This design comes from an exercise in tuning for small area on the open sky130 flow, not from production work.
Only simulation tests tie the RTL to the original design; equivalence was not proved.
Power is estimated from default activity; no workload was simulated.

==> flow/design.v <==
module trace_retire_buffer #(
    parameter int DEPTH = 8,
    parameter int CNT_W = 16
) (
    input  logic             clk,
    input  logic             rst,
    input  logic             trace_en,
    input  logic             ret_valid,
    input  logic [31:0]      ret_pc,
    input  logic [31:0]      ret_insn,
    input  logic [4:0]       ret_rd_addr,
    input  logic [31:0]      ret_rd_wdata,
    input  logic             trc_ready,
    input  logic             cyc_wr,
    input  logic [31:0]      cyc_wdata,
    input  logic             instret_wr,
    input  logic [63:0]      instret_wdata,
    output logic             trc_valid,
    output logic [31:0]      trc_pc,
    output logic [31:0]      trc_insn,
    output logic [4:0]       trc_rd_addr,
    output logic [31:0]      trc_rd_wdata,
    output logic [31:0]      trc_cycle,
    output logic [2:0]       trc_class,
    output logic [63:0]      instret,
    output logic [CNT_W-1:0] drop_cnt,
    output logic             overflow
);
    localparam int PTR_W = $clog2(DEPTH);
    localparam int ENTRY_W = 32 + 32 + 5 + 32 + 32;   
    localparam logic [2:0] CLS_ALU    = 3'd0;
    localparam logic [2:0] CLS_BRANCH = 3'd1;
    localparam logic [2:0] CLS_JUMP   = 3'd2;
    localparam logic [2:0] CLS_LOAD   = 3'd3;
    localparam logic [2:0] CLS_STORE  = 3'd4;
    localparam logic [2:0] CLS_SYSTEM = 3'd5;
    localparam logic [2:0] CLS_UNK    = 3'd7;
    logic [ENTRY_W-1:0] mem [DEPTH];
    logic [ENTRY_W-1:0] new_e, head;
    logic [PTR_W:0]     wr_ptr, rd_ptr;    
    logic [31:0]        cyc;
    logic [63:0]        instret_q;
    logic [CNT_W-1:0]   drop_q;
    logic               overflow_q;
    logic               empty, full, push, pop, drop;
    function automatic logic [2:0] classify(input logic [31:0] insn);
        logic [6:0] op;
        logic [2:0] f3;
        logic [2:0] c;
        op = insn[6:0];
        f3 = insn[14:12];
        c  = CLS_UNK;
        case (op)
            7'b0110111, 7'b0010111, 7'b0110011, 7'b0010011: c = CLS_ALU;
            7'b1100011: if (f3 != 3'b010 && f3 != 3'b011) c = CLS_BRANCH;
            7'b1101111: c = CLS_JUMP;
            7'b1100111: if (f3 == 3'b000) c = CLS_JUMP;
            7'b0000011: if (f3 == 3'b000 || f3 == 3'b001 || f3 == 3'b010 ||
                            f3 == 3'b100 || f3 == 3'b101) c = CLS_LOAD;
            7'b0100011: if (f3 == 3'b000 || f3 == 3'b001 || f3 == 3'b010) c = CLS_STORE;
            7'b0001111: if (f3 == 3'b000 || f3 == 3'b001) c = CLS_SYSTEM;
            7'b1110011: begin
                if (f3 == 3'b000) begin
                    if (insn == 32'h00000073 || insn == 32'h00100073 ||
                        insn == 32'h30200073 || insn == 32'h10500073)
                        c = CLS_SYSTEM;
                end else if (f3 != 3'b100) begin
                    c = CLS_SYSTEM;
                end
            end
            default: c = CLS_UNK;
        endcase
        classify = c;
    endfunction
    always_comb begin
        empty = (wr_ptr == rd_ptr);
        full  = (wr_ptr[PTR_W-1:0] == rd_ptr[PTR_W-1:0]) && (wr_ptr[PTR_W] != rd_ptr[PTR_W]);
        pop   = !empty && trc_ready;
        push  = ret_valid && trace_en && (!full || pop);
        drop  = ret_valid && trace_en && full && !pop;
    end
    assign new_e = {ret_pc, ret_insn, ret_rd_addr,
                    (ret_rd_addr == 5'd0) ? 32'd0 : ret_rd_wdata, cyc};
    always_ff @(posedge clk or posedge rst) begin
        if (rst) begin
            cyc        <= '0;
            instret_q  <= '0;
            drop_q     <= '0;
            overflow_q <= 1'b0;
        end else begin
            if (cyc_wr) cyc <= cyc_wdata;
            else        cyc <= cyc + 32'd1;
            if (instret_wr)     instret_q <= instret_wdata;
            else if (ret_valid) instret_q <= instret_q + 64'd1;
            if (drop) begin
                overflow_q <= 1'b1;
                if (drop_q != '1) drop_q <= drop_q + 1'b1;
            end
        end
    end
    always_ff @(posedge clk or posedge rst) begin
        if (rst) begin
            wr_ptr <= '0;
            rd_ptr <= '0;
        end else begin
            if (push) wr_ptr <= wr_ptr + 1'b1;
            if (pop)  rd_ptr <= rd_ptr + 1'b1;
        end
    end
    always_ff @(posedge clk) begin
        if (push) mem[wr_ptr[PTR_W-1:0]] <= new_e;
    end
    logic [DEPTH-1:0] rsel;
    logic [ENTRY_W-1:0] g0, g1, g2;
    always_comb begin
        for (int i = 0; i < DEPTH; i++) rsel[i] = (rd_ptr[PTR_W-1:0] == PTR_W'(i));
        g0 = ~((mem[0] & {ENTRY_W{rsel[0]}}) | (mem[1] & {ENTRY_W{rsel[1]}}) | (mem[2] & {ENTRY_W{rsel[2]}}));
        g1 = ~((mem[3] & {ENTRY_W{rsel[3]}}) | (mem[4] & {ENTRY_W{rsel[4]}}) | (mem[5] & {ENTRY_W{rsel[5]}}));
        g2 = ~((mem[6] & {ENTRY_W{rsel[6]}}) | (mem[7] & {ENTRY_W{rsel[7]}}));
        head = ~(g0 & g1 & g2);
    end
    assign trc_valid    = !empty;
    assign {trc_pc, trc_insn, trc_rd_addr, trc_rd_wdata, trc_cycle} = head;
    assign trc_class    = classify(trc_insn);
    assign instret      = instret_q;
    assign drop_cnt     = drop_q;
    assign overflow     = overflow_q;
endmodule
==> flow/config.mk <==
export PLATFORM = sky130hd
export DESIGN_NAME = trace_retire_buffer
export DESIGN_NICKNAME = trace_retire_buffer
export VERILOG_FILES = /design/flow/design.v
export SDC_FILE = /design/flow/constraint.sdc
export NUM_CORES = 4
export LEC_CHECK = 0
export CAP_MARGIN = 20
export CORE_MARGIN = 2
export CORE_UTILIZATION = 40
export PLACE_DENSITY = 0.6
export SLEW_MARGIN = 20
==> flow/constraint.sdc <==
create_clock -name core_clock -period 5.0 [get_ports {clk}]
set_input_delay 1.0000 -clock core_clock [delete_from_list [all_inputs] [get_ports {clk}]]
set_output_delay 1.0000 -clock core_clock [all_outputs]
set_load 0.01 [all_outputs]
standard.sh (not shown) runs the stock make flow with config.mk's settings and CLKGATE_MAP_FILE= SYNTH_SCRIPT=/design/flow/synth_recipe.tcl, a recipe that flattens the netlist after the stock synthesis.
==> flow/flow/run.sh <==
#!/bin/bash
# Standard ORFS layout (the standard.sh) with two changes: the port
# buffers are sky130_fd_sc_hd__buf_1, and the clock tree uses clkbuf_16
# with larger sink clusters and no dummy loads. Each step logs to its own file.
set -euo pipefail
export BUFFER_PORTS_ARGS="-buffer_cell sky130_fd_sc_hd__buf_1"
export CTS_ARGS="-sink_clustering_enable -repair_clock_nets -dont_use_dummy_load -buf_list sky130_fd_sc_hd__clkbuf_16 -sink_clustering_size 28 -sink_clustering_max_diameter 100"
bash standard.sh synth > synth.log 2>&1
bash standard.sh floorplan > floorplan.log 2>&1
bash standard.sh place > place.log 2>&1
bash standard.sh cts > cts.log 2>&1
bash standard.sh route > route.log 2>&1
bash standard.sh finish > finish.log 2>&1
Change:
==> flow/flow/run.sh (replaced) <==
#!/bin/bash
# Standard ORFS layout with smaller port buffers and a clock tree built from
# smaller buffers without dummy loads. Each tool's output goes to its own log.
set -euo pipefail
export BUFFER_PORTS_ARGS="-buffer_cell sky130_fd_sc_hd__buf_1"
export CTS_ARGS="-sink_clustering_enable -repair_clock_nets -dont_use_dummy_load -buf_list sky130_fd_sc_hd__clkbuf_4"
bash standard.sh synth > synth.log 2>&1
bash standard.sh floorplan > floorplan.log 2>&1
bash standard.sh place > place.log 2>&1
bash standard.sh cts > cts.log 2>&1
bash standard.sh route > route.log 2>&1
bash standard.sh finish > finish.log 2>&1
Outcome: The new run completed without violations. Wire length grows by 4.8%. Worst setup slack got worse by 0.15 ns. Register-to-register slack improves by 0.11 ns. Count of clock-buffer cells in the layout went up by 272. Synthesized cell count is unchanged. Non-clock buffer count came out higher by 189.
Change:
==> flow/run.sh (new file) <==
#!/bin/bash
# synth_recipe.tcl (not shown) runs the flow's synth.tcl, then flattens the netlist and writes it again
# the make line also repeats each setting of config.mk as NAME=value (left out here)
make -C /OpenROAD-flow-scripts/flow DESIGN_CONFIG=/design/flow/config.mk WORK_HOME=/design/flow/orfs CLKGATE_MAP_FILE= SYNTH_SCRIPT=/design/flow/synth_recipe.tcl finish
removed: flow/flow/run.sh
removed: flow/standard.sh
The changed run finished clean.
Die area is unchanged.
Synthesized area is unchanged.
Total power rose by 13%.
Clock skew came out lower by 0.055 ns.
Hold slack is better by 0.23 ns.
Core utilization came out higher by 2.1 points.
Cell area goes up by 4.5%.
Combinational power increases by about 10%.
Register-to-register slack got worse by 0.07 ns.
Global-route usage goes down by 0.52 points.

afterwards: timing with drivers on the ports:
How much do the figures lean on ideal ports? The routed layouts below were timed once more, with nothing changed but the port constraints. Step 1, drivers: a clkbuf_16 drives clk and a buf_2 each remaining input, both assumed. Step 2 also shifts input and output timing later by t, the mid clock arrival at the registers, as if the neighbouring blocks saw the same clock. Three values: ideal, step 1, step 2; two values: the first two.
run | t, ns | setup WS [ns] | worst setup path at the end | latest minus earliest clock arrival (ns) | worst register clock-pin slew, ns
the first run | 0.714 | 0.178 / 0.106 / 0.820 | register to output | 0.059 / 0.059 | 0.11 / 0.11
the second run | 1.187 | 0.028 / -0.035 / 1.152 | register to output | 0.117 / 0.116 | 0.07 / 0.07
the third run | 0.767 | 0.160 / 0.088 / 0.855 | register to output | 0.026 / 0.026 | 0.07 / 0.07
After both steps every run listed still meets setup and hold.
